Background: an optimization exercise with open tools, aiming at small area, a short achievable clock period and few clock cycles per item. Do not read the settings as production practice.
Where RTL was checked, it was by simulation tests only, not by an equivalence proof against the original.
For run 5, only the layout was checked, not whether the RTL still works.
No activity file was given, so power comes from the tool's default toggle rates.

===== flow/config.mk =====
export PLATFORM = sky130hd
export DESIGN_NAME = multichannel_window_min_max_sum
export DESIGN_NICKNAME = multichannel_window_min_max_sum
export VERILOG_FILES = /design/flow/design.v
export SDC_FILE = /design/flow/constraint.sdc
export NUM_CORES = 4
export LEC_CHECK = 0
export CAP_MARGIN = 20
export CORE_MARGIN = 2
export CORE_UTILIZATION = 65
export CTS_BUF_LIST = sky130_fd_sc_hd__clkbuf_8
export SETUP_SLACK_MARGIN = 5.0
export SLEW_MARGIN = 20

===== flow/constraint.sdc =====
create_clock -name core_clock -period 8.0 [get_ports {clk}]
set_input_delay 1.6000 -clock core_clock [delete_from_list [all_inputs] [get_ports {clk}]]
set_output_delay 1.6000 -clock core_clock [all_outputs]
set_load 0.01 [all_outputs]

===== flow/design.v =====
package wmms_pkg;
  localparam int SAMPLE_BITS = 12;
  localparam int NUM_CH      = 5;
  localparam int CH_W        = 3;
  localparam int SUM_W       = 28;
  localparam int CNT_W       = 16;
  localparam int CFG_IDX_W   = 2;
  localparam int CFG_DATA_W  = 16;
endpackage
module multichannel_window_min_max_sum (
  input  logic                                  clk,
  input  logic                                  rst,
  input  logic                                  in_valid,
  output logic                                  in_stall,
  input  logic [wmms_pkg::SAMPLE_BITS-1:0]      current_sample,
  input  logic [wmms_pkg::SAMPLE_BITS-1:0]      voltage_sample,
  input  logic [wmms_pkg::SAMPLE_BITS-1:0]      reference_sample,
  input  logic [wmms_pkg::SAMPLE_BITS-1:0]      temperature_sample,
  output logic                                  out_valid,
  input  logic                                  out_stall,
  output logic [wmms_pkg::CH_W-1:0]             channel,
  output logic [wmms_pkg::SUM_W-1:0]            window_sum,
  output logic [wmms_pkg::SAMPLE_BITS-1:0]      window_max,
  output logic [wmms_pkg::SAMPLE_BITS-1:0]      window_min,
  output logic [wmms_pkg::CNT_W-1:0]            scan_total,
  output logic                                  last,
  input  logic                                  cfg_valid,
  output logic                                  cfg_ready,
  input  logic [wmms_pkg::CFG_IDX_W-1:0]        cfg_index,
  input  logic [wmms_pkg::CFG_DATA_W-1:0]       cfg_data
);
  logic [15:0] win_len;       
  logic        win_zero;      
  logic [11:0] offset;
  logic [11:0] neg_off;       
  logic        off_zero;
  assign cfg_ready  = 1'b1;
  assign scan_total = {win_len[15:1], win_len[0] | win_zero};
  always_ff @(posedge clk) begin
    if (rst) begin
      win_len  <= 16'd1008;
      win_zero <= 1'b0;
      offset  <= 12'd0;
      neg_off  <= 12'd0;
      off_zero <= 1'b1;
    end else if (cfg_valid) begin
      if (cfg_index == 2'd0) begin
        win_len  <= cfg_data;
        win_zero <= (cfg_data == 16'd0);
      end
      if (cfg_index == 2'd1) begin
        offset   <= cfg_data[11:0];
        neg_off  <= 12'd0 - cfg_data[11:0];
        off_zero <= (cfg_data[11:0] == 12'd0);
      end
    end
  end
  logic        adv;
  logic [11:0] in_corr [4];    
  logic [3:0]  in_ok;           
  logic [11:0] raw     [4];
  logic [15:0] rem;           
  logic        in_first;      
  logic        in_close;
  logic        accept;
  logic        sk_v, sk_close, sk_first;
  logic [11:0] sk_d [4];
  logic [3:0]  sk_ok;
  logic        src_v, src_close, src_first, enter;
  logic [11:0] src_d [4];
  logic [3:0]  src_ok;
  logic [2:0]  gap;           
  logic        gap_ok;
  assign adv = !(out_valid && out_stall);
  assign raw[0] = current_sample;
  assign raw[1] = voltage_sample;
  assign raw[2] = reference_sample;
  assign raw[3] = temperature_sample;
  always_comb begin
    for (int k = 0; k < 4; k++) begin
      logic [12:0] d;
      d = {1'b0, raw[k]} + {1'b0, neg_off};
      in_corr[k] = d[11:0];
      in_ok[k]   = d[12] || off_zero;
    end
  end
  assign in_stall = sk_v;
  assign accept   = in_valid && !sk_v;
  assign in_close = (rem[15:1] == 15'd0);
  assign src_v     = sk_v || accept;
  assign src_close = sk_v ? sk_close : in_close;
  assign src_first = sk_v ? sk_first : in_first;
  always_comb begin
    for (int k = 0; k < 4; k++) src_d[k] = sk_v ? sk_d[k] : in_corr[k];
    src_ok = sk_v ? sk_ok : in_ok;
  end
  assign gap_ok = gap[2];
  assign enter = adv && src_v && (!src_close || gap_ok);
  always_ff @(posedge clk) begin
    if (rst) begin
      rem      <= 16'd1008;
      in_first <= 1'b1;
      sk_v     <= 1'b0;
      gap      <= 3'd4;
    end else begin
      if (cfg_valid && cfg_index == 2'd0) begin
        rem <= cfg_data;
      end else if (accept) begin
        rem <= in_close ? win_len : rem - 16'd1;
      end
      if (accept) in_first <= in_close;
      if (sk_v) begin
        if (enter) sk_v <= 1'b0;
      end else if (accept && !enter) begin
        sk_v <= 1'b1;
      end
      if (adv) begin
        if (enter && src_close) gap <= 3'd0;
        else if (!gap_ok)       gap <= gap + 3'd1;
      end
    end
  end
  always_ff @(posedge clk) begin
    if (!sk_v) begin
      sk_close <= in_close;
      sk_first <= in_first;
      sk_ok    <= in_ok;
      for (int k = 0; k < 4; k++) sk_d[k] <= in_corr[k];
    end
  end
  logic [5:0]  p_v;
  logic [5:0]  p_cl;
  logic [4:0]  p_fi;
  logic [11:0] p0_r [4];      
  logic [3:0]  p0_ok;
  logic [11:0] p0_d [4];      
  logic [11:0] p1_d [3];      
  logic [11:0] p2_d [2];      
  logic [11:0] p3_d;          
  logic [11:0] p1_ms, p1_mc;
  logic        p1_mk, p1_s, p2_s;
  logic [17:0] p2_ms, p2_mc;
  logic [11:0] p1_c0;
  logic [11:0] p3_pw, p4_pw;
  function automatic logic [35:0] csa(logic [17:0] a, logic [17:0] b, logic [17:0] c);
    csa = {a ^ b ^ c, ((a & b) | (a & c) | (b & c)) << 1};
  endfunction
  function automatic logic [107:0] pprows(logic [11:0] x, logic [5:0] g);
    for (int i = 0; i < 6; i++) pprows[18*i +: 18] = {6'd0, x & {12{g[i]}}} << i;
  endfunction
  function automatic logic [25:0] mstep1(logic [11:0] x, logic [5:0] g);
    logic [107:0] r;
    logic [35:0]  ta, tb, tc, td;
    logic [5:0]   gl, pl;
    logic         k, zero;
    logic [6:0]   tx, tg;
    r  = pprows(x, g);
    ta = csa(r[17:0], r[35:18], r[53:36]);
    tb = csa(r[71:54], r[89:72], r[107:90]);
    tc = csa(ta[35:18], ta[17:0], tb[35:18]);
    td = csa(tc[35:18], tc[17:0], tb[17:0]);
    gl = td[23:18] & td[5:0];
    pl = td[23:18] | td[5:0];
    k  = gl[5] | (pl[5] & gl[4]) | (&pl[5:4] & gl[3]) | (&pl[5:3] & gl[2])
       | (&pl[5:2] & gl[1]);
    tx[0] = 1'b1;
    tg[0] = 1'b1;
    for (int i = 1; i <= 6; i++) begin
      tx[i] = tx[i-1] & !x[i-1];
      tg[i] = tg[i-1] & !g[i-1];
    end
    zero = 1'b0;
    for (int i = 0; i <= 6; i++) zero = zero | (tx[i] & tg[6-i]);
    mstep1 = {td[35:24], td[17:6], k, !zero};
  endfunction
  function automatic logic [35:0] mstep2(logic [11:0] ms, logic [11:0] mc, logic mk,
                                         logic [11:0] x, logic [5:0] g);
    logic [107:0] r;
    logic [35:0]  ta, tb, tc, td, te, tf;
    r  = pprows(x, g);
    ta = csa({6'd0, ms}, {6'd0, mc}, r[17:0]);
    tb = csa(r[35:18], r[53:36], r[71:54]);
    ta[0] = mk;               
    tc = csa(ta[35:18], ta[17:0], tb[35:18]);
    td = csa(tb[17:0], r[89:72], r[107:90]);
    te = csa(tc[35:18], tc[17:0], td[35:18]);
    tf = csa(te[35:18], te[17:0], td[17:0]);
    mstep2 = tf;
  endfunction
  always_comb begin
    for (int k = 0; k < 4; k++) p0_d[k] = p0_r[k] & {12{p0_ok[k]}};
  end
  logic [25:0] ma;
  logic [35:0] mb;
  logic [17:0] mr;
  assign ma = mstep1(p0_d[0], p0_d[1][5:0]);
  assign mb = mstep2(p1_ms, p1_mc, p1_mk, p1_c0, p1_d[0][11:6]);
  assign mr = p2_ms + p2_mc + {14'd0, p2_s, !p2_s, !p2_s, !p2_s};
  always_ff @(posedge clk) begin
    if (rst) begin
      p_v <= '0;
    end else if (adv) begin
      p_v <= {p_v[4:0], enter};
    end
  end
  always_ff @(posedge clk) begin
    if (adv) begin
      p_cl  <= {p_cl[4:0], src_close};
      p_fi  <= {p_fi[3:0], src_first};
      for (int k = 0; k < 4; k++) p0_r[k] <= src_d[k];
      p0_ok <= src_ok;
      for (int k = 0; k < 3; k++) p1_d[k] <= p0_d[k+1];
      for (int k = 0; k < 2; k++) p2_d[k] <= p1_d[k+1];
      p3_d  <= p2_d[1];
      {p1_ms, p1_mc, p1_mk, p1_s} <= ma;
      p1_c0 <= p0_d[0];
      {p2_ms, p2_mc} <= mb;
      p2_s  <= p1_s;
      p3_pw <= mr[17:6];
      p4_pw <= p3_pw;
    end
  end
  logic [11:0] acc_in [5];
  logic [11:0] a_lo [5];
  logic        a_cy [5];
  logic [15:0] a_hi [5];
  logic [11:0] a_max [5];
  logic [11:0] a_min [5];
  assign acc_in[0] = p0_d[0];
  assign acc_in[1] = p1_d[0];
  assign acc_in[2] = p2_d[0];
  assign acc_in[3] = p3_d;
  assign acc_in[4] = p4_pw;
  always_ff @(posedge clk) begin
    for (int c = 0; c < 5; c++) begin
      if (adv && p_v[c]) begin
        if (p_fi[c]) begin
          a_lo[c]  <= acc_in[c];
          a_cy[c]  <= 1'b0;
          a_hi[c]  <= 16'd0;
          a_max[c] <= acc_in[c];
          a_min[c] <= acc_in[c];
        end else begin
          {a_cy[c], a_lo[c]} <= {1'b0, a_lo[c]} + {1'b0, acc_in[c]};
          a_hi[c]  <= a_hi[c] + {15'd0, a_cy[c]};
          if (acc_in[c] > a_max[c]) a_max[c] <= acc_in[c];
          if (acc_in[c] < a_min[c]) a_min[c] <= acc_in[c];
        end
      end
    end
  end
  logic [4:0] sel;
  always_comb begin
    for (int c = 0; c < 5; c++) sel[c] = p_v[c+1] && p_cl[c+1];
  end
  logic [11:0] o_lo, o_max, o_min;
  logic [15:0] o_hi;
  logic        o_cy;
  always_comb begin
    o_lo  = '0;
    o_cy  = 1'b0;
    o_hi  = '0;
    o_max = '0;
    o_min = '0;
    for (int c = 0; c < 5; c++) begin
      if (sel[c]) begin
        o_lo  = a_lo[c];
        o_cy  = a_cy[c];
        o_hi  = a_hi[c];
        o_max = a_max[c];
        o_min = a_min[c];
      end
    end
  end
  always_ff @(posedge clk) begin
    if (rst) begin
      out_valid <= 1'b0;
    end else if (adv) begin
      out_valid <= |sel;
    end
  end
  always_ff @(posedge clk) begin
    if (adv) begin
      channel    <= {sel[4], sel[2] | sel[3], sel[1] | sel[3]};
      last       <= sel[4];
      window_sum <= {o_hi + {15'd0, o_cy}, o_lo};
      window_max <= o_max;
      window_min <= o_min;
    end
  end
endmodule

===== flow/run.sh =====
#!/bin/bash
# synth_recipe.tcl (not shown) runs the flow's synth.tcl, then flattens the netlist and writes it again
# the make line also repeats each setting of config.mk as NAME=value (left out here)
make -C /OpenROAD-flow-scripts/flow DESIGN_CONFIG=/design/flow/config.mk WORK_HOME=/design/flow/orfs CLKGATE_MAP_FILE= SYNTH_SCRIPT=/design/flow/synth_recipe.tcl finish

==> results of run 1 <==
[metrics by stage]
stage	util (%)	hold WS, ns	cells	total power [W]
floorplan	-	0.400	3374	0.00641
CTS	75.0	0.411	4415	0.0102
global placement	69.8	0.403	4145	0.00709
global route	76.4	0.423	4469	0.0109
detailed placement	69.8	0.405	4145	0.00722
finish	76.4	0.394	4469	0.0103
[final cells by class]
class                   count  share of cell area [%]
diodes                      5                  0.0290
inverters                 259                    2.39
clock buffers             122                    3.89
clock inverters            73                   0.982
well taps                 756                    2.19
flip-flops and latches    661                    43.4
repair inverters            6                   0.107
multi-input cells        2309                    40.8
repair buffers            278                    6.18
[placed cells by master (no fill, tap or decap), types with 107 or more instances in the layout]
cell type and count:
xor2_1 107, nand2_1 309, edfxtp_1 549, clkbuf_8 122, inv_1 270, a21oi_1 176, ha_1 271, o21ai_0 154
nor2_1 251
[worst paths after layout]
check	startpoint	to	slack [ns]	depth (start not counted)
setup / recovery	p1_d[0][7]	p2_ms[3]	4.94	9
hold / removal	p1_d[2][8]	p2_d[1][8]	0.39	0
setup reg to reg	p1_d[0][7]	p2_ms[3]	4.94	9
hold reg to reg	p1_d[2][8]	p2_d[1][8]	0.39	0
[sequential cells by signal, indices dropped and copies added, names as in the netlist, 15 cells and up]
name,flops
rem,16
win_len,16
p0_r,48
window_sum,28
p1_d,36
a_lo,60
p2_d,24
a_max,60
a_hi,80
p2_ms,17
p2_mc,15
sk_d,48
a_min,60
[metal layers]
metal | vias up | routed length, um | part of all wire (%) | track usage, %
met1 | 13227 | 38900 | 41 | 42.8
li1 | 12586 | - | - | -
met3 | 210 | 6530 | 6.9 | 5.05
met5 | - | 0 | 0 | 0
met4 | 0 | 3100 | 3.3 | 11.5
met2 | 1088 | 46400 | 49 | 51.5
[cells by family after synthesis]
group                      Yosys count
and+or+nand+nor                    986
AOI/OAI and AO/OA                  701
DFF                                661
adders and majority gates          404
buffers and inverters              404
xor gates and xnor gates           189
muxes                               28
other                                1
[power breakdown]
group	internal, W	switching (W)	total (W)
logic	0.00124	0.00155	0.00280
registers	0.00431	0.000321	0.00463
clock network	0.00152	0.00135	0.00287
total	0.00707	0.00323	0.0103
[critical path: stages (launching register included)]
cell	delay [ns]
edfxtp_1	0.43
buf_12	0.17
buf_4	0.14
and2_1	0.15
fa_1	0.54
inv_1	0.05
fa_1	0.48
inv_1	0.06
fa_2	0.56
ha_1	0.22
[what timing repair did]
| item | in CTS | in global routing |
|---|---|---|
| resized for setup | 229 | 118 |
| setup endpoints to repair | 604 | 174 |
| cloned | 6 | 2 |
| endpoints found under the hold margin | 0 | 0 |
| pin swaps | 33 | 71 |
| buffers inserted | 69 | 47 |
==> flow_metrics.env, run 1 <==
export IMPL_run_status="no timing/DRC/antenna violations"
export IMPL_tightest_slew_ns=1.02
export IMPL_row_count=87
export IMPL_num_fill_cells=3673
export IMPL_synth_top_cell_by_area="edfxtp_1"
export IMPL_via_per_inst=6.07
export IMPL_grt_pass1_vias=26317
export IMPL_ys_flop_type="edfxtp_1"
export IMPL_cp_end_kind="flip-flop"
export IMPL_synth_avg_cell_area_um2=11.0
export IMPL_synthSimpleGateAreaFrac_pct=12.5
export IMPL_worstSkewPairLatency_ns=0.73
export IMPL_placement_io_buffers=144
export IMPL_max_clock_path_buffers=3
export IMPL_design_area_um2=43200
export IMPL_cp_required_ns=8.48
export IMPL_fmax_mhz=327
export IMPL_clock_skew_ns=0.0458
export IMPL_fin_nets=4097
export IMPL_drive_above_1_share_pct=13.7
export IMPL_wl_per_cell_um=21.2
export IMPL_max_cap_violations=0
export IMPL_tns_ns=0
export IMPL_synth_xor_area_share_pct=4.44
export IMPL_synth_most_common_cell="edfxtp_1"
export IMPL_synthesis_area_um2=37300
export IMPL_antenna_found_initial=5
export IMPL_cts_tree="built"
export IMPL_synth_adder_area_share_pct=15.9
export IMPL_place_congestion=0.926
export IMPL_htree_levels=3
export IMPL_dp_slack_ns=3.53
export IMPL_ctsHoldBuffers=0
export IMPL_route_detailed_drc=0
export IMPL_ys_types=73
export IMPL_grt_usage_pct=31.5
export IMPL_ys_top_cells_by_count="edfxtp_1, nand2_1, ha_1"
export IMPL_cts_clk_slew_worst_paths_ns=0.06
export IMPL_p_leak_nw=17.7
export IMPL_synth_seq_cells=661
export IMPL_path_class="flip-flop to flip-flop"
export IMPL_fin_crit_ns=3.06
export IMPL_placed_area_um2=39400
export IMPL_startpoint_type="flip-flop"
export IMPL_hold_viol=0
export IMPL_ys_warn_count=15
export IMPL_synth_top_family_by_area="adder cells"
export IMPL_slew_viol_final=0
export IMPL_fp_dieW_um=243
export IMPL_ys_seq_area_share_pct=50.2
export IMPL_crit_fanout=10
export IMPL_ir_worst_vdd_mv=0.252
export IMPL_cts_buffers=108
export IMPL_hp_class="flip-flop to flip-flop"
export IMPL_grt_max_degree=99
export IMPL_setup_violations=0
export IMPL_slew_headroom_pct=31.6
export IMPL_min_period_over_period_pct=38.2
export IMPL_grt_overflow_total=0
export IMPL_rsz0062_at_grt="true"
export IMPL_synth_area_mux_share_pct=0.842
export IMPL_synth_edf_count=549
export IMPL_dp_hpwl_um=65000
export IMPL_multi_input_area_um2=17600
export IMPL_cts_sinks=661
export IMPL_core_um2=56500
export IMPL_synthCells=3374
export IMPL_io_pins=146
export IMPL_synth_net_count=3848
export IMPL_ys_async_sr_fraction_pct=0
export IMPL_synth_compound_area_share_pct=11.8
export IMPL_clock_root_buffer="clkbuf_8"
export IMPL_setup_slack_ns=4.94
export IMPL_first_pass_iters=7
export IMPL_power_density_nw_per_um2=239
export IMPL_die_h_um=243
export IMPL_ys_top_cells_by_area="edfxtp_1, ha_1, fa_1"
export IMPL_critPathArrivalTime_ns=3.54
export IMPL_grt_pass1_wl_um=145000
export IMPL_ant_nets=0
export IMPL_areaGrowthSynthToFinish_pct=15.8
export IMPL_vias=27111
export IMPL_synth_top_area_share_pct=44.2
export IMPL_start_util_pct=66.0
export IMPL_design_die_area_um2=59300
export IMPL_drt_wl_total_um=94900
export IMPL_regArea_um2=18700
export IMPL_drt_first_iter_violations=2442
Testbench counts, summed over its fixed seeds: cycles 49,965, scans 49,741.
==> inputs of run 2 (changes only) <==
--- a/flow/config.mk
+++ b/flow/config.mk
@@ -7,7 +7,8 @@
 export LEC_CHECK = 0
 export CAP_MARGIN = 20
 export CORE_MARGIN = 2
-export CORE_UTILIZATION = 65
+export CORE_UTILIZATION = 40
 export CTS_BUF_LIST = sky130_fd_sc_hd__clkbuf_8
+export CTS_CLUSTER_SIZE = 24
 export SETUP_SLACK_MARGIN = 5.0
 export SLEW_MARGIN = 20
==> flow_metrics.env, run 2 <==
export IMPL_num_fill_cells=8419
export IMPL_fp_dieW_um=309
export IMPL_rsz0062_at_grt="true"
export IMPL_via_per_inst=5.22
export IMPL_grt_pass1_wl_um=144000
export IMPL_setup_slack_ns=4.93
export IMPL_slew_viol_final=0
export IMPL_max_cap_violations=0
export IMPL_r2r_start="p0_ok[0]"
export IMPL_grt_overflow_total=0
export IMPL_synth_seq_cells=661
export IMPL_start_util_pct=40.5
export IMPL_antenna_found_initial=1
export IMPL_max_clock_path_buffers=3
export IMPL_tightest_slew_ns=1.02
export IMPL_cts_buffers=113
export IMPL_cts_sinks=661
export IMPL_grt_usage_pct=19.4
export IMPL_ys_top_cells_by_area="edfxtp_1, ha_1, fa_1"
export IMPL_synth_compound_area_share_pct=11.8
export IMPL_drt_first_iter_violations=2010
export IMPL_synth_top_area_share_pct=44.2
export IMPL_clock_skew_ns=0.0488
export IMPL_synth_area_mux_share_pct=0.842
export IMPL_synth_most_common_cell="edfxtp_1"
export IMPL_layout_commonest_cell="edfxtp_1"
export IMPL_largest_reg_flops=80
export IMPL_hold_end="p4_pw[11]"
export IMPL_worstRegToRegCells=9
export IMPL_tns_ns=0
export IMPL_crit_fanout=7
export IMPL_wl_per_cell_um=18.7
export IMPL_r2r_slack_ns=4.93
export IMPL_startpoint_type="flip-flop"
export IMPL_setup_violations=0
export IMPL_synth_top_family_by_area="adder cells"
export IMPL_htree_levels=3
export IMPL_whs_path_depth=0
export IMPL_cts_clk_slew_worst_paths_ns=0.06
export IMPL_hp_start="p3_pw[11]"
export IMPL_areaGrowthSynthToFinish_pct=17.2
export IMPL_dp_slack_ns=3.40
export IMPL_drt_wl_total_um=92700
export IMPL_postLayoutCoreUtil_pct=47.4
export IMPL_dp_hpwl_um=63400
export IMPL_fin_crit_ns=3.07
export IMPL_grt_pass1_vias=25106
export IMPL_fin_nets=4091
export IMPL_critPathArrivalTime_ns=3.54
export IMPL_die_h_um=309
export IMPL_core_um2=92100
export IMPL_ys_flop_type="edfxtp_1"
export IMPL_ys_top_cells_by_count="edfxtp_1, nand2_1, ha_1"
export IMPL_ys_types=73
export IMPL_slew_headroom_pct=32.1
export IMPL_ctsHoldBuffers=0
export IMPL_synth_avg_cell_area_um2=11.0
export IMPL_cts_tree="built"
export IMPL_run_status="no timing/DRC/antenna violations"
export IMPL_route_detailed_drc=0
export IMPL_cp_end_kind="flip-flop"
export IMPL_vias=25879
export IMPL_worstSkewPairLatency_ns=0.76
export IMPL_synth_adder_area_share_pct=15.9
export IMPL_most_common_layout_cells="edfxtp_1, nand2_1, inv_1"
export IMPL_drive_above_1_share_pct=14.0
export IMPL_synthesis_area_um2=37300
export IMPL_ant_nets=0
export IMPL_synth_xor_area_share_pct=4.44
export IMPL_ir_worst_vdd_mv=0.130
export IMPL_row_count=111
export IMPL_hp_class="flip-flop to flip-flop"
export IMPL_design_die_area_um2=95700
export IMPL_first_pass_iters=7
export IMPL_synth_edf_count=549
export IMPL_hold_viol=0
export IMPL_grt_max_degree=90
export IMPL_power_density_nw_per_um2=234
export IMPL_io_pins=146
export IMPL_fmax_mhz=326
export IMPL_p_leak_nw=17.8
export IMPL_synth_net_count=3848
export IMPL_clock_root_buffer="clkbuf_8"
export IMPL_largest_register="a_hi"
export IMPL_place_congestion=0.846
export IMPL_ys_seq_area_share_pct=50.2
export IMPL_reg2reg_to="p1_mk"
export IMPL_synth_top_cell_by_area="edfxtp_1"
export IMPL_path_class="flip-flop to flip-flop"
export IMPL_ys_warn_count=15
export IMPL_synthCells=3374
export IMPL_synthSimpleGateAreaFrac_pct=12.5
export IMPL_cp_required_ns=8.47
export IMPL_min_period_over_period_pct=38.4
export IMPL_placement_io_buffers=144
export IMPL_ys_async_sr_fraction_pct=0
==> run 2: changes by cell type in the layout (fill, tap and decap cells not counted), sizes merged <==
cell           delta
buf              +17
bufbuf            +2
bufinv            +1
clkbuf            -7
clkdlybuf4s15    -20
clkdlybuf4s50     +2
clkinv           +10
clkinvlp          -5
diode             -4
dlygate4sd2      -10
dlymetal6s2s      +3
inv              +13
==> run 2: how the worst max path moves through the flow <==
stage	start	end	cells after the start
2_1_floorplan	out_stall	a_min[1][0]	7
3_3_place_gp	out_stall	a_min[1][0]	7
3_5_place_dp	out_stall	a_min[1][0]	7
4_1_cts	win_zero	scan_total[0]	2
5_1_grt	p0_ok[0]	p1_mk	9
6_report	p0_ok[0]	p1_mk	9
==> run 2: routing by layer <==
layer | share of wire [%] | vias up | track usage (%)
li1 | - | 12587 | -
met1 | 47 | 12457 | 28.1
met4 | 2.2 | 0 | 4.84
met2 | 45 | 696 | 30.5
met3 | 5.4 | 139 | 2.79
met5 | 0 | - | 0
==> run 2: worst max-delay path: stages, from the launching register on <==
cell and delay [ns]:
edfxtp_1 0.39, buf_6 0.17, nand2_8 0.10, clkinvlp_4 0.23, nand2_2 0.14, fa_1 0.44
fa_1 0.49, inv_1 0.05, fa_1 0.46, maj3_2 0.35
==> run 2: layout make-up <==
| class | count | area [um^2] | share of cell area (%) |
|---|---|---|---|
| Sequential cell | 661 | 18800 | 43.0 |
| Multi-Input combinational cell | 2309 | 17500 | 40.2 |
| Timing Repair Buffer | 266 | 2550 | 5.83 |
| Clock buffer | 121 | 1670 | 3.81 |
| Tap cell | 1243 | 1560 | 3.56 |
| Inverter | 259 | 1030 | 2.35 |
| Clock inverter | 91 | 520 | 1.19 |
| Timing Repair inverter | 7 | 55.1 | 0.126 |
| Antenna cell | 1 | 2.50 | 0.00573 |
==> run 2: kinds of logic (layout without fill, tap and decap cells) <==
family / count (synthesis) / after routing
AOI/OAI and AO/OA: 701 / 701
buffers and inverters: 404 / 744
muxes: 28 / 28
adders and majority gates: 404 / 404
DFF: 661 / 661
and+or+nand+nor: 986 / 986
other: 1 / 2
xor gates and xnor gates: 189 / 189
==> run 2: metrics by stage <==
stage          cell area [um^2]  hold WS, ns  power [W]  std cells
2_1_floorplan             37600        0.400    0.00641       3374
3_3_place_gp              40200        0.401    0.00711       4649
3_5_place_dp              40200        0.405    0.00720       4649
4_1_cts                   43100        0.416     0.0103       4927
5_1_grt                   43700        0.417     0.0109       4958
6_report                  43700        0.414     0.0102       4958
==> run 2: report_power, final <==
| group | total (W) | internal [W] | switching [W] |
|---|---|---|---|
| combinational | 0.00263 | 0.00119 | 0.00144 |
| sequential | 0.00464 | 0.00431 | 0.000329 |
| clock | 0.00296 | 0.00156 | 0.00141 |
==> run 2: what timing repair did <==
item                       4_1_cts  5_1_grt
setup endpoints to repair      557      140
setup buffers                   57       28
hold endpoints to repair         0        0
resized for setup              341       76
pin swaps                       40       39
gates cloned                     9        2
==> inputs of run 3 (changes only) <==
==> flow/flow/run.sh (new file) <==
#!/bin/bash
set -euo pipefail
export BUFFER_PORTS_ARGS="-buffer_cell sky130_fd_sc_hd__buf_2"
export CTS_ARGS="-sink_clustering_enable -repair_clock_nets -buf_list sky130_fd_sc_hd__clkbuf_8 -dont_use_dummy_load -sink_clustering_size 24"
bash standard.sh > standard.log 2>&1
==> flow/standard.sh (new file) <==
#!/bin/bash
# synth_recipe.tcl (not shown) runs the flow's synth.tcl, then flattens the netlist and writes it again
# the make line also repeats each setting of config.mk as NAME=value (left out here)
make -C /OpenROAD-flow-scripts/flow DESIGN_CONFIG=/design/flow/config.mk WORK_HOME=/design/flow/orfs CLKGATE_MAP_FILE= SYNTH_SCRIPT=/design/flow/synth_recipe.tcl "${@:-finish}"
--- a/flow/config.mk
+++ b/flow/config.mk
@@ -9,6 +9,5 @@
 export CORE_MARGIN = 2
 export CORE_UTILIZATION = 40
 export CTS_BUF_LIST = sky130_fd_sc_hd__clkbuf_8
-export CTS_CLUSTER_SIZE = 24
 export SETUP_SLACK_MARGIN = 5.0
 export SLEW_MARGIN = 20
removed: flow/run.sh
==> flow_metrics.env, run 3 <==
export IMPL_synth_top_area_share_pct=44.2
export IMPL_switching_share_pct=30.7
export IMPL_placement_io_buffers=144
export IMPL_ys_seq_area_share_pct=50.2
export IMPL_combPwrFrac_pct=26.6
export IMPL_max_clock_path_buffers=3
export IMPL_critPathArrivalTime_ns=1.42
export IMPL_largest_reg_flops=80
export IMPL_setup_violations=0
export IMPL_dp_slack_ns=3.85
export IMPL_power_density_nw_per_um2=229
export IMPL_areaGrowthSynthToFinish_pct=13.4
export IMPL_startpoint_type="flip-flop"
export IMPL_p_int_w=0.00672
export IMPL_slew_headroom_pct=33.8
export IMPL_cts_clk_slew_worst_paths_ns=0.06
export IMPL_most_common_layout_cells="edfxtp_1, nand2_1, ha_1"
export IMPL_setup_slack_ns=4.98
export IMPL_run_status="no timing/DRC/antenna violations"
export IMPL_grt_usage_pct=18.8
export IMPL_grt_max_degree=89
export IMPL_via_per_inst=5.24
export IMPL_largest_register="a_hi"
export IMPL_die_h_um=309
export IMPL_tns_ns=0
export IMPL_ys_top_cells_by_count="edfxtp_1, nand2_1, ha_1"
export IMPL_ir_worst_vdd_mv=0.134
export IMPL_dp_hpwl_um=63000
export IMPL_cp_end_kind="output port"
export IMPL_synthCells=3374
export IMPL_tightest_slew_ns=0.990
export IMPL_clock_root_buffer="clkbuf_8"
export IMPL_hold_viol=0
export IMPL_fin_nets=4081
export IMPL_place_congestion=0.853
export IMPL_crit_fanout=2
export IMPL_power_frac_clock_pct=25.6
export IMPL_grt_overflow_total=0
export IMPL_fp_dieW_um=309
export IMPL_place_inst=4650
export IMPL_rsz0062_at_grt="true"
export IMPL_synth_top_cell_by_area="edfxtp_1"
export IMPL_vias=25406
export IMPL_finalNonFillerCells=4849
export IMPL_cp_required_ns=6.40
export IMPL_start_util_pct=40.5
export IMPL_whs_path_depth=0
export IMPL_cts_sinks=661
export IMPL_ys_async_sr_fraction_pct=0
export IMPL_num_fill_cells=8507
export IMPL_switching_power_w=0.00297
export IMPL_synth_edf_count=549
export IMPL_layout_commonest_cell="edfxtp_1"
export IMPL_drt_first_iter_violations=1983
export IMPL_ys_types=73
export IMPL_ant_nets=0
export IMPL_multi_input_area_um2=17400
export IMPL_grt_pass1_vias=24621
export IMPL_regArea_um2=18700
export IMPL_cts_tree="built"
export IMPL_synth_most_common_cell="edfxtp_1"
export IMPL_p_seq_share_pct=47.8
export IMPL_htree_levels=3
export IMPL_ys_flop_type="edfxtp_1"
export IMPL_hp_class="flip-flop to flip-flop"
export IMPL_core_um2=92100
export IMPL_drive_above_1_share_pct=15.0
export IMPL_worstSkewPairLatency_ns=0.75
export IMPL_min_period_over_period_pct=37.7
export IMPL_cts_buffers=115
export IMPL_first_pass_iters=5
export IMPL_row_count=111
export IMPL_p_leak_nw=17.2
export IMPL_total_power_w=0.00969
export IMPL_worstRegToRegCells=9
export IMPL_synth_net_count=3848
export IMPL_fmax_mhz=331
export IMPL_fin_crit_ns=3.02
export IMPL_synthesis_area_um2=37300
export IMPL_synth_avg_cell_area_um2=11.0
export IMPL_route_detailed_drc=0
export IMPL_design_die_area_um2=95700
export IMPL_antenna_found_initial=2
export IMPL_wl_per_cell_um=18.5
export IMPL_path_class="flip-flop to output port"
export IMPL_synth_seq_cells=661
export IMPL_slew_viol_final=0
export IMPL_ctsHoldBuffers=0
export IMPL_clock_skew_ns=0.0721
export IMPL_drt_wl_total_um=89700
export IMPL_max_cap_violations=0
export IMPL_io_pins=146
export IMPL_ys_warn_count=15
export IMPL_grt_pass1_wl_um=139000
export IMPL_ys_top_cells_by_area="edfxtp_1, ha_1, fa_1"
## run 3: cell counts after synthesis
No cell type changed its count.
## run 3: power groups by stage
stage          Clock, W  Sequential, W  Combinational (W)
3_5_place_dp          0        0.00472            0.00244
4_1_cts         0.00257        0.00465            0.00249
2_1_floorplan         0        0.00454            0.00187
3_3_place_gp          0        0.00471            0.00236
5_1_grt         0.00269        0.00467            0.00303
6_report        0.00248        0.00463            0.00258
## run 3: final cells by class
type	count	share of cell area, %
flip-flops and latches	661	44.3
diodes	1	0.00592
repair buffers	257	4.50
multi-input cells	2309	41.2
clock buffers	115	3.75
inverters	259	2.43
repair inverters	4	0.0562
well taps	1243	3.68
## run 3: per-stage QoR
step,utilization (%),hold WS (ns),cell area [um^2]
finish,45.9,0.393,42300
global route,45.9,0.409,42300
CTS,45.0,0.406,41500
detailed placement,42.9,0.405,39500
global placement,42.9,0.401,39500
floorplan,-,0.400,37600
## run 3: final timing paths
path / slack [ns] / end / startpoint
max: 4.98 / scan_total[0] / win_zero
min: 0.39 / p2_d[0][8] / p1_d[1][8]
max reg2reg: 4.99 / p1_mk / p0_ok[0]
min reg2reg: 0.39 / p2_d[0][8] / p1_d[1][8]
## run 3: timing repair
item / CTS / global route
cloned: 5 / 2
buffers inserted: 23 / 53
resized for setup: 57 / 86
endpoints found under the setup margin: 237 / 167
pin swaps: 3 / 33
## run 3: cell families after synthesis
group           synth area share, %
xor+xnor                       4.44
flops                          50.2
other cells                  0.0101
mux                           0.842
fa+ha+maj                      15.9
simple gates                   12.5
compound gates                 11.8
buf+inv                        4.35
## run 3: layer usage
metal / up-vias / wire length, um / GRT usage, %
met5: - / 0 / 0
met4: 0 / 1990 / 5.13
met3: 130 / 5290 / 3.29
met2: 645 / 39500 / 28.5
met1: 12156 / 42900 / 27.6
li1: 12475 / - / -
## run 3: critical path: stages (launching register included)
cell	delay, ns
dfxtp_2	0.31
or2_4	0.24
buf_6	0.12
==> inputs of run 4 (changes only) <==
==> flow/flow/run.sh (replaced) <==
#!/bin/bash
set -euo pipefail
export BUFFER_PORTS_ARGS="-buffer_cell sky130_fd_sc_hd__buf_2"
export CTS_ARGS="-sink_clustering_enable -repair_clock_nets -buf_list sky130_fd_sc_hd__clkbuf_8 -dont_use_dummy_load"
bash standard.sh > standard.log 2>&1
==> flow_metrics.env, run 4 <==
export IMPL_synth_top_cell_by_area="edfxtp_1"
export IMPL_grt_usage_pct=18.8
export IMPL_ys_top_cells_by_area="edfxtp_1, ha_1, fa_1"
export IMPL_ys_top_cells_by_count="edfxtp_1, nand2_1, ha_1"
export IMPL_core_um2=92100
export IMPL_fin_nets=4081
export IMPL_startpoint_type="flip-flop"
export IMPL_fmax_mhz=331
export IMPL_ys_seq_area_share_pct=50.2
export IMPL_synth_top_family_by_area="adder cells"
export IMPL_grt_pass1_wl_um=139000
export IMPL_row_count=111
export IMPL_ys_flop_type="edfxtp_1"
export IMPL_synth_most_common_cell="edfxtp_1"
export IMPL_clock_skew_ns=0.0721
export IMPL_cts_buffers=115
export IMPL_cts_sinks=661
export IMPL_design_die_area_um2=95700
export IMPL_vias=25406
export IMPL_ys_async_sr_fraction_pct=0
export IMPL_placed_area_um2=39500
export IMPL_grt_overflow_total=0
export IMPL_p_leak_nw=17.2
export IMPL_grt_pass1_vias=24621
export IMPL_wl_per_cell_um=18.5
export IMPL_cp_end_kind="output port"
export IMPL_synth_avg_cell_area_um2=11.0
export IMPL_most_common_layout_cells="edfxtp_1, nand2_1, ha_1"
export IMPL_first_pass_iters=5
export IMPL_synthCells=3374
export IMPL_io_pins=146
export IMPL_run_status="no timing/DRC/antenna violations"
export IMPL_ir_worst_vdd_mv=0.134
export IMPL_synthesis_area_um2=37300
export IMPL_slew_headroom_pct=33.8
export IMPL_synth_compound_area_share_pct=11.8
export IMPL_path_class="flip-flop to output port"
export IMPL_synth_seq_cells=661
export IMPL_start_util_pct=40.5
export IMPL_dp_hpwl_um=63000
export IMPL_min_period_over_period_pct=37.7
export IMPL_rsz0062_at_grt="true"
export IMPL_design_area_um2=42300
export IMPL_drive_above_1_share_pct=15.0
export IMPL_hold_viol=0
export IMPL_grt_max_degree=89
export IMPL_largest_reg_flops=80
export IMPL_cts_tree="built"
export IMPL_layout_commonest_cell="edfxtp_1"
export IMPL_tns_ns=0
export IMPL_crit_fanout=2
export IMPL_power_density_nw_per_um2=229
export IMPL_place_congestion=0.853
export IMPL_synth_edf_count=549
export IMPL_hp_class="flip-flop to flip-flop"
export IMPL_fp_dieW_um=309
export IMPL_dp_slack_ns=3.85
export IMPL_synth_net_count=3848
export IMPL_die_h_um=309
export IMPL_antenna_found_initial=2
export IMPL_cp_required_ns=6.40
export IMPL_ys_types=73
export IMPL_worstSkewPairLatency_ns=0.75
export IMPL_synthSimpleGateAreaFrac_pct=12.5
export IMPL_drt_wl_total_um=89700
export IMPL_max_clock_path_buffers=3
export IMPL_ctsHoldBuffers=0
export IMPL_critPathArrivalTime_ns=1.42
export IMPL_drt_first_iter_violations=1983
export IMPL_largest_register="a_hi"
export IMPL_synth_adder_area_share_pct=15.9
export IMPL_setup_slack_ns=4.98
export IMPL_max_cap_violations=0
export IMPL_synth_xor_area_share_pct=4.44
export IMPL_critical_path_slowest_cell="dfxtp_2"
export IMPL_ys_warn_count=15
export IMPL_clock_root_buffer="clkbuf_8"
export IMPL_route_detailed_drc=0
export IMPL_cts_clk_slew_worst_paths_ns=0.06
export IMPL_placement_io_buffers=144
export IMPL_setup_violations=0
export IMPL_holdWs_ns=0.393
export IMPL_crit_path_max_incr_delay_ns=0.31
export IMPL_crit_chain="or2_4, buf_6"
export IMPL_areaGrowthSynthToFinish_pct=13.4
export IMPL_ant_nets=0
export IMPL_slew_viol_final=0
export IMPL_fin_crit_ns=3.02
export IMPL_via_per_inst=5.24
export IMPL_tightest_slew_ns=0.990
export IMPL_synth_area_mux_share_pct=0.842
export IMPL_synth_top_area_share_pct=44.2
export IMPL_htree_levels=3
-- run 4: critical path: cells and delay by family, from the launching register on --
kind | cells | cell delay, ns
buffers and inverters | 1 | 0.12
flip-flops | 1 | 0.31
AND/OR/NAND/NOR | 1 | 0.24
-- run 4: kinds of logic (layout without fill, tap and decap cells) --
logic type                 count (synthesis)  in the layout
AOI/OAI and AO/OA                        701            701
muxes                                     28             28
buffers and inverters                    404            635
DFF                                      661            661
adders and majority gates                404            404
and+or+nand+nor                          986            986
xor gates and xnor gates                 189            189
other                                      1              2
-- run 4: final cells by class --
cell class,instances,area (um^2)
well taps,1243,1560
inverters,259,1030
repair buffers,257,1900
multi-input cells,2309,17400
repair inverters,4,23.8
flip-flops and latches,661,18700
fillers,8507,49800
clock buffers,115,1580
diodes,1,2.50
-- run 4: timing repair --
action | in CTS | in global routing
endpoints found under the setup margin | 237 | 167
setup buffers | 23 | 53
gates resized for setup | 57 | 86
gates cloned | 5 | 2
hold endpoints to repair | 0 | 0
pin swaps | 3 | 33
-- run 4: final timing paths --
check,start,end,slack (ns),depth (start not counted)
max,win_zero,scan_total[0],4.98,2
min,p1_d[1][8],p2_d[0][8],0.39,0
max reg2reg,p0_ok[0],p1_mk,4.99,9
min reg2reg,p1_d[1][8],p2_d[0][8],0.39,0
-- run 4: where the power goes --
group	switching (W)	leakage, nW	total [W]	internal, W
combinational	0.00142	9.83	0.00258	0.00116
sequential	0.000321	6.57	0.00463	0.00431
clock	0.00123	0.827	0.00248	0.00125
total	0.00297	17.2	0.00969	0.00672
-- run 4: metal layers --
layer  track usage (%)  up-vias  wire (um)
met1              27.6    12156      42900
met5                 0        -          0
li1                  -    12475          -
met2              28.5      645      39500
met4              5.13        0       1990
met3              3.29      130       5290
-- run 4: metrics by stage --
stage          total power, W  std cells  util, %
2_1_floorplan         0.00641       3374        -
5_1_grt                0.0104       4849     45.9
4_1_cts               0.00971       4793     45.0
3_3_place_gp          0.00707       4650     42.9
6_report              0.00969       4849     45.9
3_5_place_dp          0.00716       4650     42.9
==> inputs of run 5 (changes only) <==
--- a/flow/design.v
+++ b/flow/design.v
@@ -55,23 +55,19 @@
       end
     end
   end
-  logic        adv;
-  logic [11:0] in_corr [4];    
-  logic [3:0]  in_ok;           
+  logic        adv;           
+  logic        frz;           
+  logic        bub;           
+  logic [11:0] in_corr [4];   
+  logic [3:0]  in_ok;         
   logic [11:0] raw     [4];
   logic [15:0] rem;           
   logic        in_first;      
   logic        in_close;
   logic        accept;
-  logic        sk_v, sk_close, sk_first;
-  logic [11:0] sk_d [4];
-  logic [3:0]  sk_ok;
-  logic        src_v, src_close, src_first, enter;
-  logic [11:0] src_d [4];
-  logic [3:0]  src_ok;
   logic [2:0]  gap;           
   logic        gap_ok;
-  assign adv = !(out_valid && out_stall);
+  assign adv = !frz;
   assign raw[0] = current_sample;
   assign raw[1] = voltage_sample;
   assign raw[2] = reference_sample;
@@ -84,52 +80,45 @@
       in_ok[k]   = d[12] || off_zero;
     end
   end
-  assign in_stall = sk_v;
-  assign accept   = in_valid && !sk_v;
+  logic [15:0] rem_n;
+  logic        frz_n, bub_n;
+  logic [2:0]  gap_n;
   assign in_close = (rem[15:1] == 15'd0);
-  assign src_v     = sk_v || accept;
-  assign src_close = sk_v ? sk_close : in_close;
-  assign src_first = sk_v ? sk_first : in_first;
-  always_comb begin
-    for (int k = 0; k < 4; k++) src_d[k] = sk_v ? sk_d[k] : in_corr[k];
-    src_ok = sk_v ? sk_ok : in_ok;
-  end
-  assign gap_ok = gap[2];
-  assign enter = adv && src_v && (!src_close || gap_ok);
+  assign gap_ok   = gap[2];
+  assign accept   = in_valid && !in_stall;
+  always_comb begin
+    rem_n = rem;
+    if (cfg_valid && cfg_index == 2'd0) rem_n = cfg_data;
+    else if (accept)                    rem_n = in_close ? win_len : rem - 16'd1;
+    frz_n = out_valid && out_stall;
+    bub_n = bub;
+    if (accept && in_close) bub_n = 1'b1;
+    else if (adv)           bub_n = 1'b0;
+    gap_n = gap;
+    if (adv) begin
+      if (accept && in_close) gap_n = 3'd0;
+      else if (!gap_ok)       gap_n = gap + 3'd1;
+    end
+  end
   always_ff @(posedge clk) begin
     if (rst) begin
       rem      <= 16'd1008;
       in_first <= 1'b1;
-      sk_v     <= 1'b0;
+      frz      <= 1'b0;
+      bub      <= 1'b0;
       gap      <= 3'd4;
+      in_stall <= 1'b0;
     end else begin
-      if (cfg_valid && cfg_index == 2'd0) begin
-        rem <= cfg_data;
-      end else if (accept) begin
-        rem <= in_close ? win_len : rem - 16'd1;
-      end
+      rem      <= rem_n;
       if (accept) in_first <= in_close;
-      if (sk_v) begin
-        if (enter) sk_v <= 1'b0;
-      end else if (accept && !enter) begin
-        sk_v <= 1'b1;
-      end
-      if (adv) begin
-        if (enter && src_close) gap <= 3'd0;
-        else if (!gap_ok)       gap <= gap + 3'd1;
-      end
-    end
-  end
-  always_ff @(posedge clk) begin
-    if (!sk_v) begin
-      sk_close <= in_close;
-      sk_first <= in_first;
-      sk_ok    <= in_ok;
-      for (int k = 0; k < 4; k++) sk_d[k] <= in_corr[k];
-    end
-  end
-  logic [5:0]  p_v;
-  logic [5:0]  p_cl;
+      frz      <= frz_n;
+      bub      <= bub_n;
+      gap      <= gap_n;
+      in_stall <= frz_n || bub_n || ((rem_n[15:1] == 15'd0) && !gap_n[2]);
+    end
+  end
+  logic [4:0]  p_v;
+  logic [4:0]  p_cl;
   logic [4:0]  p_fi;
   logic [11:0] p0_r [4];      
   logic [3:0]  p0_ok;
@@ -200,15 +189,15 @@
     if (rst) begin
       p_v <= '0;
     end else if (adv) begin
-      p_v <= {p_v[4:0], enter};
+      p_v <= {p_v[3:0], accept};
     end
   end
   always_ff @(posedge clk) begin
     if (adv) begin
-      p_cl  <= {p_cl[4:0], src_close};
-      p_fi  <= {p_fi[3:0], src_first};
-      for (int k = 0; k < 4; k++) p0_r[k] <= src_d[k];
-      p0_ok <= src_ok;
+      p_cl  <= {p_cl[3:0], in_close};
+      p_fi  <= {p_fi[3:0], in_first};
+      for (int k = 0; k < 4; k++) p0_r[k] <= in_corr[k];
+      p0_ok <= in_ok;
       for (int k = 0; k < 3; k++) p1_d[k] <= p0_d[k+1];
       for (int k = 0; k < 2; k++) p2_d[k] <= p1_d[k+1];
       p3_d  <= p2_d[1];
@@ -249,9 +238,25 @@
       end
     end
   end
+  logic [4:0] rdy;
+  logic [4:0] em;             
   logic [4:0] sel;
-  always_comb begin
-    for (int c = 0; c < 5; c++) sel[c] = p_v[c+1] && p_cl[c+1];
+  logic       o_ld;
+  assign sel  = rdy & em;
+  assign o_ld = (|sel) && !(out_valid && out_stall);
+  always_ff @(posedge clk) begin
+    if (rst) begin
+      rdy       <= '0;
+      em        <= 5'b00001;
+      out_valid <= 1'b0;
+    end else begin
+      for (int c = 0; c < 5; c++) begin
+        if (adv && p_v[c] && p_cl[c]) rdy[c] <= 1'b1;
+        else if (o_ld && em[c])       rdy[c] <= 1'b0;
+      end
+      if (o_ld) em <= {em[3:0], em[4]};
+      out_valid <= o_ld || (out_valid && out_stall);
+    end
   end
   logic [11:0] o_lo, o_max, o_min;
   logic [15:0] o_hi;
@@ -263,7 +268,7 @@
     o_max = '0;
     o_min = '0;
     for (int c = 0; c < 5; c++) begin
-      if (sel[c]) begin
+      if (em[c]) begin
         o_lo  = a_lo[c];
         o_cy  = a_cy[c];
         o_hi  = a_hi[c];
@@ -273,16 +278,9 @@
     end
   end
   always_ff @(posedge clk) begin
-    if (rst) begin
-      out_valid <= 1'b0;
-    end else if (adv) begin
-      out_valid <= |sel;
-    end
-  end
-  always_ff @(posedge clk) begin
-    if (adv) begin
-      channel    <= {sel[4], sel[2] | sel[3], sel[1] | sel[3]};
-      last       <= sel[4];
+    if (o_ld) begin
+      channel    <= {em[4], em[2] | em[3], em[1] | em[3]};
+      last       <= em[4];
       window_sum <= {o_hi + {15'd0, o_cy}, o_lo};
       window_max <= o_max;
       window_min <= o_min;
==> flow_metrics.env, run 5 <==
export IMPL_worstRegToRegCells=8
export IMPL_dp_hpwl_um=65200
export IMPL_crit_fanout=7
export IMPL_synthesis_area_um2=35500
export IMPL_hp_start="p3_pw[3]"
export IMPL_cp_required_ns=8.35
export IMPL_clock_skew_ns=0.152
export IMPL_placement_io_buffers=144
export IMPL_crit_start="p1_d[0][9]"
export IMPL_min_period_over_period_pct=38.5
export IMPL_vias=24448
export IMPL_fmax_mhz=324
export IMPL_whs_path_depth=0
export IMPL_ant_nets=0
export IMPL_cts_sinks=617
export IMPL_grt_overflow_total=0
export IMPL_largest_reg_flops=80
export IMPL_setup_violations=0
export IMPL_slew_headroom_pct=26.8
export IMPL_worstSkewPairLatency_ns=0.74
export IMPL_grt_pass1_wl_um=139000
export IMPL_htree_levels=3
export IMPL_max_cap_violations=0
export IMPL_placed_area_um2=37800
export IMPL_io_pins=146
export IMPL_critPathArrivalTime_ns=3.43
export IMPL_synth_edf_count=548
export IMPL_startpoint_type="flip-flop"
export IMPL_ys_top_cells_by_count="edfxtp_1, inv_1, ha_1"
export IMPL_num_fill_cells=8045
export IMPL_first_pass_iters=6
export IMPL_synth_net_count=3643
export IMPL_fin_crit_ns=3.08
export IMPL_cts_clk_slew_worst_paths_ns=0.05
export IMPL_ctsHoldBuffers=0
export IMPL_ys_seq_area_share_pct=50.2
export IMPL_die_h_um=302
export IMPL_tns_ns=0
export IMPL_wl_per_cell_um=20.2
export IMPL_ys_top_cells_by_area="edfxtp_1, ha_1, fa_1"
export IMPL_core_um2=88200
export IMPL_grt_pass1_vias=23575
export IMPL_fp_dieW_um=302
export IMPL_fin_nets=3889
export IMPL_design_die_area_um2=91300
export IMPL_synth_avg_cell_area_um2=11.2
export IMPL_ys_flop_type="edfxtp_1"
export IMPL_row_count=109
export IMPL_cts_buffers=108
export IMPL_place_congestion=0.891
export IMPL_slew_viol_final=0
export IMPL_tightest_slew_ns=1.10
export IMPL_synthCells=3169
export IMPL_synth_top_area_share_pct=46.3
export IMPL_rsz0062_at_grt="true"
export IMPL_ys_async_sr_fraction_pct=0
export IMPL_synth_most_common_cell="edfxtp_1"
export IMPL_route_detailed_drc=0
export IMPL_clock_root_buffer="clkbuf_8"
export IMPL_most_common_layout_cells="edfxtp_1, inv_1, ha_1"
export IMPL_start_util_pct=40.3
export IMPL_areaGrowthSynthToFinish_pct=15.3
export IMPL_synth_seq_cells=617
export IMPL_p_leak_nw=16.8
export IMPL_holdWs_ns=0.370
export IMPL_power_density_nw_per_um2=231
export IMPL_run_status="no timing/DRC/antenna violations"
export IMPL_r2r_slack_ns=4.92
export IMPL_r2r_start="p1_d[0][9]"
export IMPL_grt_max_degree=176
export IMPL_max_clock_path_buffers=3
export IMPL_ys_types=69
export IMPL_hold_viol=0
export IMPL_layout_commonest_cell="edfxtp_1"
export IMPL_design_area_um2=41000
export IMPL_hp_class="flip-flop to flip-flop"
export IMPL_antenna_found_initial=6
export IMPL_cp_end_kind="flip-flop"
export IMPL_via_per_inst=5.33
export IMPL_ir_worst_vdd_mv=0.117
export IMPL_path_class="flip-flop to flip-flop"
export IMPL_ys_warn_count=13
export IMPL_drt_wl_total_um=92500
export IMPL_largest_register="a_hi"
export IMPL_drt_first_iter_violations=1998
export IMPL_cts_tree="built"
export IMPL_synth_top_cell_by_area="edfxtp_1"
export IMPL_drive_above_1_share_pct=17.6
export IMPL_postLayoutCoreUtil_pct=46.4
export IMPL_grt_usage_pct=19.9
==> run 5: cell count changes in the layout (fill, tap and decap cells not counted), sizes merged, moves of 18 or more <==
cell | before | now
o21ai | 198 | 84
dfxtp | 112 | 69
nor2b | 26 | 46
nor4 | 28 | 9
o21bai | 27 | 2
a211oi | 63 | 6
inv | 250 | 297
o22ai | 4 | 54
mux2 | 27 | 9
nand2 | 332 | 287
o31ai | 5 | 67
a21oi | 190 | 130
and2 | 83 | 60
a31oi | 29 | 9
==> run 5: per-stage QoR <==
| stage | setup slack, ns | cells | power (W) |
|---|---|---|---|
| 2_1_floorplan | 3.31 | 3169 | 0.00609 |
| 3_3_place_gp | 4.07 | 4382 | 0.00678 |
| 3_5_place_dp | 4.04 | 4382 | 0.00686 |
| 4_1_cts | 4.89 | 4530 | 0.00936 |
| 5_1_grt | 4.86 | 4584 | 0.0101 |
| 6_report | 4.92 | 4585 | 0.00945 |
==> run 5: worst max-delay path, cell delays in order (launching register included) <==
cell and delay (ns):
edfxtp_1 0.41, buf_12 0.17, buf_12 0.13, nand2_1 0.08
fa_2 0.46, fa_2 0.56, fa_1 0.43, inv_2 0.07
fa_2 0.42
==> run 5: metal layers <==
layer / global-route usage (%) / routed length [um] / up-vias
li1: - / - / 11749
met5: 0 / 0 / -
met4: 6.24 / 2370 / 0
met3: 3.86 / 7110 / 136
met2: 29.1 / 39700 / 824
met1: 29.8 / 43300 / 11739
==> run 5: what timing repair did <==
| action | in CTS | in global routing |
|---|---|---|
| setup buffers | 40 | 43 |
| pin swaps | 16 | 81 |
| cloned | 0 | 5 |
| setup endpoints to repair | 112 | 112 |
| gates resized for setup | 112 | 145 |
==> run 5: final timing paths <==
| check | endpoint |
|---|---|
| hold / removal | p4_pw[3] |
| setup / recovery | p2_ms[7] |
| setup reg to reg | p2_ms[7] |
| hold reg to reg | p4_pw[3] |
==> run 5: logic make-up after synthesis <==
logic type                 count (synthesis)  synth area share, %
and+or+nand+nor                          930                 12.2
DFF                                      617                 50.2
adders and majority gates                404                 16.6
xor gates and xnor gates                 181                 4.46
AOI/OAI and AO/OA                        582                 11.0
muxes                                     22                0.651
other                                      1               0.0105
buffers and inverters                    432                 4.82
==> run 5: area by class of cell <==
cell class	count	area (um^2)	area share [%]
inverter	303	1170	2.86
clock buffer	108	1490	3.63
multi-input combinational	2122	17100	41.7
sequential	617	17900	43.6
antenna	7	17.5	0.0427
tap	1165	1460	3.56
timing repair buffer	263	1900	4.65
==> run 5: power breakdown <==
group          leakage (nW)  switching [W]  internal (W)
Sequential             6.02       0.000329       0.00406
Clock                 0.777        0.00116       0.00118
Combinational          9.99        0.00151       0.00121
==> inputs of run 6 (changes only) <==
--- a/flow/design.v
+++ b/flow/design.v
@@ -31,7 +31,6 @@
 );
   logic [15:0] win_len;       
   logic        win_zero;      
-  logic [11:0] offset;
   logic [11:0] neg_off;       
   logic        off_zero;
   assign cfg_ready  = 1'b1;
@@ -40,7 +39,6 @@
     if (rst) begin
       win_len  <= 16'd1008;
       win_zero <= 1'b0;
-      offset  <= 12'd0;
       neg_off  <= 12'd0;
       off_zero <= 1'b1;
     end else if (cfg_valid) begin
@@ -49,7 +47,6 @@
         win_zero <= (cfg_data == 16'd0);
       end
       if (cfg_index == 2'd1) begin
-        offset   <= cfg_data[11:0];
         neg_off  <= 12'd0 - cfg_data[11:0];
         off_zero <= (cfg_data[11:0] == 12'd0);
       end
--- a/flow/config.mk
+++ b/flow/config.mk
@@ -9,5 +9,6 @@
 export CORE_MARGIN = 2
 export CORE_UTILIZATION = 40
 export CTS_BUF_LIST = sky130_fd_sc_hd__clkbuf_8
+export GPL_TIMING_DRIVEN = 0
 export SETUP_SLACK_MARGIN = 5.0
 export SLEW_MARGIN = 20
==> flow_metrics.env, run 6 <==
export IMPL_ant_nets=0
export IMPL_rsz0062_at_grt="true"
export IMPL_clock_skew_ns=0.128
export IMPL_row_count=109
export IMPL_grt_overflow_total=0
export IMPL_synth_avg_cell_area_um2=11.2
export IMPL_r2r_start="p1_d[0][9]"
export IMPL_wl_per_cell_um=20.2
export IMPL_grt_pass1_vias=23898
export IMPL_start_util_pct=40.3
export IMPL_io_pins=146
export IMPL_ys_top_cells_by_count="edfxtp_1, inv_1, ha_1"
export IMPL_slew_headroom_pct=29.9
export IMPL_cp_end_kind="flip-flop"
export IMPL_areaGrowthSynthToFinish_pct=16.0
export IMPL_max_cap_violations=0
export IMPL_startpoint_type="flip-flop"
export IMPL_ys_flop_type="edfxtp_1"
export IMPL_clock_root_buffer="clkbuf_8"
export IMPL_synthCells=3167
export IMPL_reg2reg_to="p2_ms[10]"
export IMPL_most_common_layout_cells="edfxtp_1, ha_1, inv_1"
export IMPL_max_clock_path_buffers=3
export IMPL_ys_seq_area_share_pct=50.1
export IMPL_ys_top_cells_by_area="edfxtp_1, ha_1, fa_1"
export IMPL_whs_path_depth=0
export IMPL_cts_clk_slew_worst_paths_ns=0.06
export IMPL_fmax_mhz=321
export IMPL_ys_types=75
export IMPL_fp_dieW_um=302
export IMPL_cp_required_ns=8.36
export IMPL_synth_seq_cells=617
export IMPL_synth_edf_count=548
export IMPL_hp_start="p3_pw[11]"
export IMPL_setup_violations=0
export IMPL_power_density_nw_per_um2=228
export IMPL_grt_pass1_wl_um=143000
export IMPL_synth_top_area_share_pct=46.3
export IMPL_design_die_area_um2=91300
export IMPL_critPathArrivalTime_ns=3.48
export IMPL_core_um2=88200
export IMPL_cts_tree="built"
export IMPL_first_pass_iters=5
export IMPL_run_status="no timing/DRC/antenna violations"
export IMPL_cts_buffers=105
export IMPL_hp_class="flip-flop to flip-flop"
export IMPL_die_h_um=302
export IMPL_placement_io_buffers=143
export IMPL_layout_commonest_cell="edfxtp_1"
export IMPL_drive_above_1_share_pct=17.8
export IMPL_ctsHoldBuffers=0
export IMPL_synth_net_count=3641
export IMPL_grt_max_degree=65
export IMPL_ys_async_sr_fraction_pct=0
export IMPL_drt_wl_total_um=94100
export IMPL_fin_nets=3973
export IMPL_drt_first_iter_violations=1895
export IMPL_place_congestion=0.924
export IMPL_tns_ns=0
export IMPL_r2r_slack_ns=4.88
export IMPL_ir_worst_vdd_mv=0.132
export IMPL_worstSkewPairLatency_ns=0.74
export IMPL_min_period_over_period_pct=39.0
export IMPL_path_class="flip-flop to flip-flop"
export IMPL_cts_sinks=617
export IMPL_grt_usage_pct=20.6
export IMPL_hold_viol=0
export IMPL_hold_end="p4_pw[11]"
export IMPL_p_leak_nw=16.9
export IMPL_largest_register="a_hi"
export IMPL_antenna_found_initial=2
export IMPL_ys_warn_count=13
export IMPL_via_per_inst=5.35
export IMPL_route_detailed_drc=0
export IMPL_slew_viol_final=0
export IMPL_num_fill_cells=8021
export IMPL_dp_hpwl_um=70700
export IMPL_synth_top_cell_by_area="edfxtp_1"
export IMPL_htree_levels=3
export IMPL_synthesis_area_um2=35600
export IMPL_largest_reg_flops=80
export IMPL_crit_fanout=5
export IMPL_tightest_slew_ns=1.05
export IMPL_vias=24952
export IMPL_synth_most_common_cell="edfxtp_1"
export IMPL_worstRegToRegCells=7
export IMPL_fin_crit_ns=3.12
export IMPL_finalNonFillerCells=4663
export IMPL_place_inst=4488
==> run 6: changes by cell type in the layout (fill, tap and decap cells not counted), sizes merged, moves of 4 or more <==
cell / previous run / this run
a21oi: 130 / 134
nand2: 287 / 275
clkbuf: 110 / 174
or3: 26 / 20
a211oi: 6 / 1
nand3: 67 / 72
xnor2: 81 / 85
buf: 261 / 286
mux2i: 13 / 7
diode: 7 / 1
and3: 23 / 29
inv: 297 / 290
==> run 6: how the worst max path moves through the flow <==
stage / startpoint / to / slack [ns] / depth (start not counted)
final: p1_d[0][9] / p2_ms[10] / 4.88 / 7
after global placement: frz / rdy[1] / 0.67 / 5
after floorplan: frz / rdy[1] / 3.30 / 5
after global routing: p0_ok[1] / p1_mk / 4.80 / 10
after CTS: p0_ok[1] / p1_mk / 4.83 / 9
after detailed placement: em[4] / window_sum[24] / 3.77 / 12
==> run 6: what timing repair did <==
action | in CTS | in global routing
buffers inserted | 29 | 38
setup endpoints to repair | 187 | 131
gates cloned | 2 | 0
gates resized for setup | 179 | 131
pin swaps | 41 | 48
==> run 6: kinds of logic after synthesis <==
kind of cell	count (synthesis)	share of synthesized area (%)
adder cells (fa/ha/maj)	404	16.6
AND/OR/NAND/NOR	928	12.3
buffers and inverters	428	4.78
XOR/XNOR	187	4.60
other	1	0.0105
AO/OA/AOI/OAI	586	11.0
flip-flops	617	50.1
multiplexers	16	0.482
==> run 6: cell type report <==
class / count / area (um^2) / area share (%)
antenna: 1 / 2.50 / 0.00606
buffer: 130 / 852 / 2.06
clock buffer: 105 / 1450 / 3.50
inverter: 298 / 1160 / 2.81
multi-input combinational: 2122 / 17000 / 41.1
sequential: 617 / 17900 / 43.2
tap: 1165 / 1460 / 3.53
timing repair buffer: 225 / 1550 / 3.76
==> run 6: per-stage QoR <==
step / utilization [%] / total power [W] / hold WS, ns / area, um^2 / setup WS [ns]
final: 46.8 / 0.00939 / 0.397 / 41300 / 4.88
after global routing: 46.8 / 0.0100 / 0.419 / 41300 / 4.80
after CTS: 46.0 / 0.00934 / 0.412 / 40600 / 4.83
after detailed placement: 43.5 / 0.00690 / 0.405 / 38400 / 3.77
after global placement: 43.2 / 0.00682 / 0.402 / 38100 / 0.665
after floorplan: - / 0.00609 / 0.400 / 35900 / 3.30
==> run 6: routing by layer <==
layer | vias up | track usage, % | part of all wire, %
li1 | 11940 | - | -
met1 | 12023 | 30.5 | 47
met2 | 846 | 30.8 | 43
met3 | 141 | 3.86 | 7.8
met4 | 2 | 5.80 | 2.3
met5 | - | 0 | 0.0074
==> run 6: report_power, final <==
group / leakage [nW] / switching (W) / total (W) / internal (W)
Sequential: 6.02 / 0.000336 / 0.00440 / 0.00406
Combinational: 10.1 / 0.00149 / 0.00268 / 0.00119
Clock: 0.755 / 0.00117 / 0.00232 / 0.00115
Total: 16.9 / 0.00300 / 0.00939 / 0.00639
==> run 6: worst max-delay path, cell delays in order, from the launching register on <==
cell      delay (ns)
edfxtp_1        0.56
buf_8           0.20
nand2_4         0.05
fa_2            0.57
fa_1            0.44
fa_1            0.52
inv_2           0.05
fa_2            0.44
Testbench counts of run 6, summed over its fixed seeds: cycles 50,655, scans 49,741.
==> inputs of run 7 (changes only) <==
--- a/flow/config.mk
+++ b/flow/config.mk
@@ -9,6 +9,6 @@
 export CORE_MARGIN = 2
 export CORE_UTILIZATION = 40
 export CTS_BUF_LIST = sky130_fd_sc_hd__clkbuf_8
-export GPL_TIMING_DRIVEN = 0
+export PLACE_DENSITY = 0.75
 export SETUP_SLACK_MARGIN = 5.0
 export SLEW_MARGIN = 20
==> flow_metrics.env, run 7 <==
export IMPL_run_status="no timing/DRC/antenna violations"
export IMPL_antenna_found_initial=5
export IMPL_cp_end_kind="flip-flop"
export IMPL_synth_edf_count=548
export IMPL_largest_reg_flops=80
export IMPL_worstSkewPairLatency_ns=0.72
export IMPL_critPathBufInv=3
export IMPL_synth_top_cell_by_area="edfxtp_1"
export IMPL_most_common_layout_cells="edfxtp_1, inv_1, ha_1"
export IMPL_vias=25154
export IMPL_start_util_pct=40.3
export IMPL_tightest_slew_ns=1.09
export IMPL_ys_top_cells_by_count="edfxtp_1, inv_1, ha_1"
export IMPL_drt_wl_total_um=90900
export IMPL_synth_net_count=3641
export IMPL_cts_clk_slew_worst_paths_ns=0.06
export IMPL_hp_class="flip-flop to flip-flop"
export IMPL_first_pass_iters=8
export IMPL_synth_adder_area_share_pct=16.6
export IMPL_ys_warn_count=13
export IMPL_crit_fanout=8
export IMPL_holdWs_ns=0.352
export IMPL_setup_slack_ns=4.84
export IMPL_dp_slack_ns=4.18
export IMPL_max_cap_violations=0
export IMPL_cts_tree="built"
export IMPL_core_um2=88200
export IMPL_crit_family="compound AO/OA/AOI/OAI gates"
export IMPL_cts_sinks=617
export IMPL_critPathArrivalTime_ns=3.54
export IMPL_ctsHoldBuffers=0
export IMPL_placement_io_buffers=144
export IMPL_crit_chain="buf_4, nand2_4, inv_6, ha_2, inv_1, fa_2, nor2b_1, o21ai_1, a21boi_1, o21a_1, o21ai_2, a2111oi_4, o21a_1, o31ai_1"
export IMPL_cts_buffers=104
export IMPL_synth_compound_area_share_pct=11.0
export IMPL_dp_hpwl_um=64600
export IMPL_drive_above_1_share_pct=16.5
export IMPL_ys_flop_type="edfxtp_1"
export IMPL_die_h_um=302
export IMPL_tns_ns=0
export IMPL_wl_per_cell_um=19.9
export IMPL_setup_violations=0
export IMPL_clock_skew_ns=0.106
export IMPL_synthesis_area_um2=35600
export IMPL_grt_overflow_total=0
export IMPL_ys_top_cells_by_area="edfxtp_1, ha_1, fa_1"
export IMPL_ys_async_sr_fraction_pct=0
export IMPL_place_congestion=0.887
export IMPL_io_pins=146
export IMPL_synth_area_mux_share_pct=0.482
export IMPL_fin_nets=3873
export IMPL_ir_worst_vdd_mv=0.121
export IMPL_drt_first_iter_violations=2470
export IMPL_htree_levels=3
export IMPL_grt_pass1_vias=24393
export IMPL_synth_seq_cells=617
export IMPL_power_density_nw_per_um2=230
export IMPL_hold_viol=0
export IMPL_layout_commonest_cell="edfxtp_1"
export IMPL_synth_avg_cell_area_um2=11.2
export IMPL_fp_dieW_um=302
export IMPL_row_count=109
export IMPL_clock_root_buffer="clkbuf_8"
export IMPL_route_detailed_drc=0
export IMPL_fmax_mhz=317
export IMPL_cp_required_ns=8.38
export IMPL_crit_path_max_incr_delay_ns=0.40
export IMPL_hp_start="p2_d[1][3]"
export IMPL_slew_viol_final=0
export IMPL_max_clock_path_buffers=3
export IMPL_grt_max_degree=171
export IMPL_path_class="flip-flop to flip-flop"
export IMPL_largest_register="a_hi"
export IMPL_design_die_area_um2=91300
export IMPL_grt_usage_pct=19.5
export IMPL_rsz0062_at_grt="true"
export IMPL_synthSimpleGateAreaFrac_pct=12.3
export IMPL_synthCells=3167
export IMPL_synth_most_common_cell="edfxtp_1"
export IMPL_synth_xor_area_share_pct=4.60
export IMPL_via_per_inst=5.51
export IMPL_crit_start="p0_ok[0]"
export IMPL_min_period_over_period_pct=39.5
export IMPL_ys_types=75
export IMPL_p_leak_nw=16.7
export IMPL_fin_crit_ns=3.16
export IMPL_r2r_start="p0_ok[0]"
export IMPL_areaGrowthSynthToFinish_pct=14.5
export IMPL_ys_seq_area_share_pct=50.1
export IMPL_ant_nets=0
export IMPL_cpMostUsedCell="o21a_1"
export IMPL_grt_pass1_wl_um=138000
export IMPL_synth_top_area_share_pct=46.3
export IMPL_slew_headroom_pct=27.3
export IMPL_startpoint_type="flip-flop"
export IMPL_synth_top_family_by_area="adder cells"
export IMPL_critical_path_slowest_cell="edfxtp_1"
==> run 7: path summary, 6_finish.rpt <==
kind | to | depth (start not counted) | slack (ns)
min | p3_d[3] | 0 | 0.35
max reg2reg | a_lo[0][10] | 14 | 4.84
max | a_lo[0][10] | 14 | 4.84
min reg2reg | p3_d[3] | 0 | 0.35
==> run 7: worst reg2reg max path, stage by stage (launching register included) <==
cell and delay (ns):
edfxtp_1 0.40, buf_4 0.15, nand2_4 0.09, inv_6 0.10
ha_2 0.19, inv_1 0.06, fa_2 0.36, nor2b_1 0.17
o21ai_1 0.10, a21boi_1 0.22, o21a_1 0.22, o21ai_2 0.10
a2111oi_4 0.39, o21a_1 0.20, o31ai_1 0.07
==> run 7: stage by stage <==
step / util [%] / cell area, um^2 / power [W] / instances
2_1_floorplan: - / 35900 / 0.00609 / 3167
3_3_place_gp: 42.8 / 37800 / 0.00673 / 4377
3_5_place_dp: 42.8 / 37800 / 0.00687 / 4379
4_1_cts: 45.3 / 39900 / 0.00929 / 4526
5_1_grt: 46.2 / 40700 / 0.00999 / 4565
6_report: 46.2 / 40700 / 0.00939 / 4565
==> run 7: kinds of logic after synthesis <==
family	count (synthesis)
simple gates	928
flops	617
compound gates	586
buf+inv	428
fa+ha+maj	404
xor+xnor	187
mux	16
other cells	1
==> run 7: metal layers <==
layer | GRT usage (%) | part of all wire [%] | wire length (um)
met4 | 6.26 | 2.8 | 2510
met5 | 0 | 0 | 0
met2 | 30.4 | 45 | 41000
met1 | 27.7 | 44 | 39800
met3 | 3.29 | 8.4 | 7640
==> run 7: report_power, final <==
group	internal, W	switching, W
logic	0.00120	0.00151
registers	0.00406	0.000326
clock network	0.00114	0.00116
total	0.00639	0.00300
==> run 7: cell type report <==
type	instances	area, um^2
diodes	3	7.51
clock buffers	104	1430
fillers	7837	47500
inverters	298	1160
multi-input cells	2124	17000
flip-flops and latches	617	17800
well taps	1165	1460
repair buffers	254	1800
==> run 7: timing repair <==
item	in CTS	in global routing
buffers inserted	42	31
pin swaps	31	56
endpoints found under the setup margin	105	117
gates cloned	1	4
resized for setup	102	110
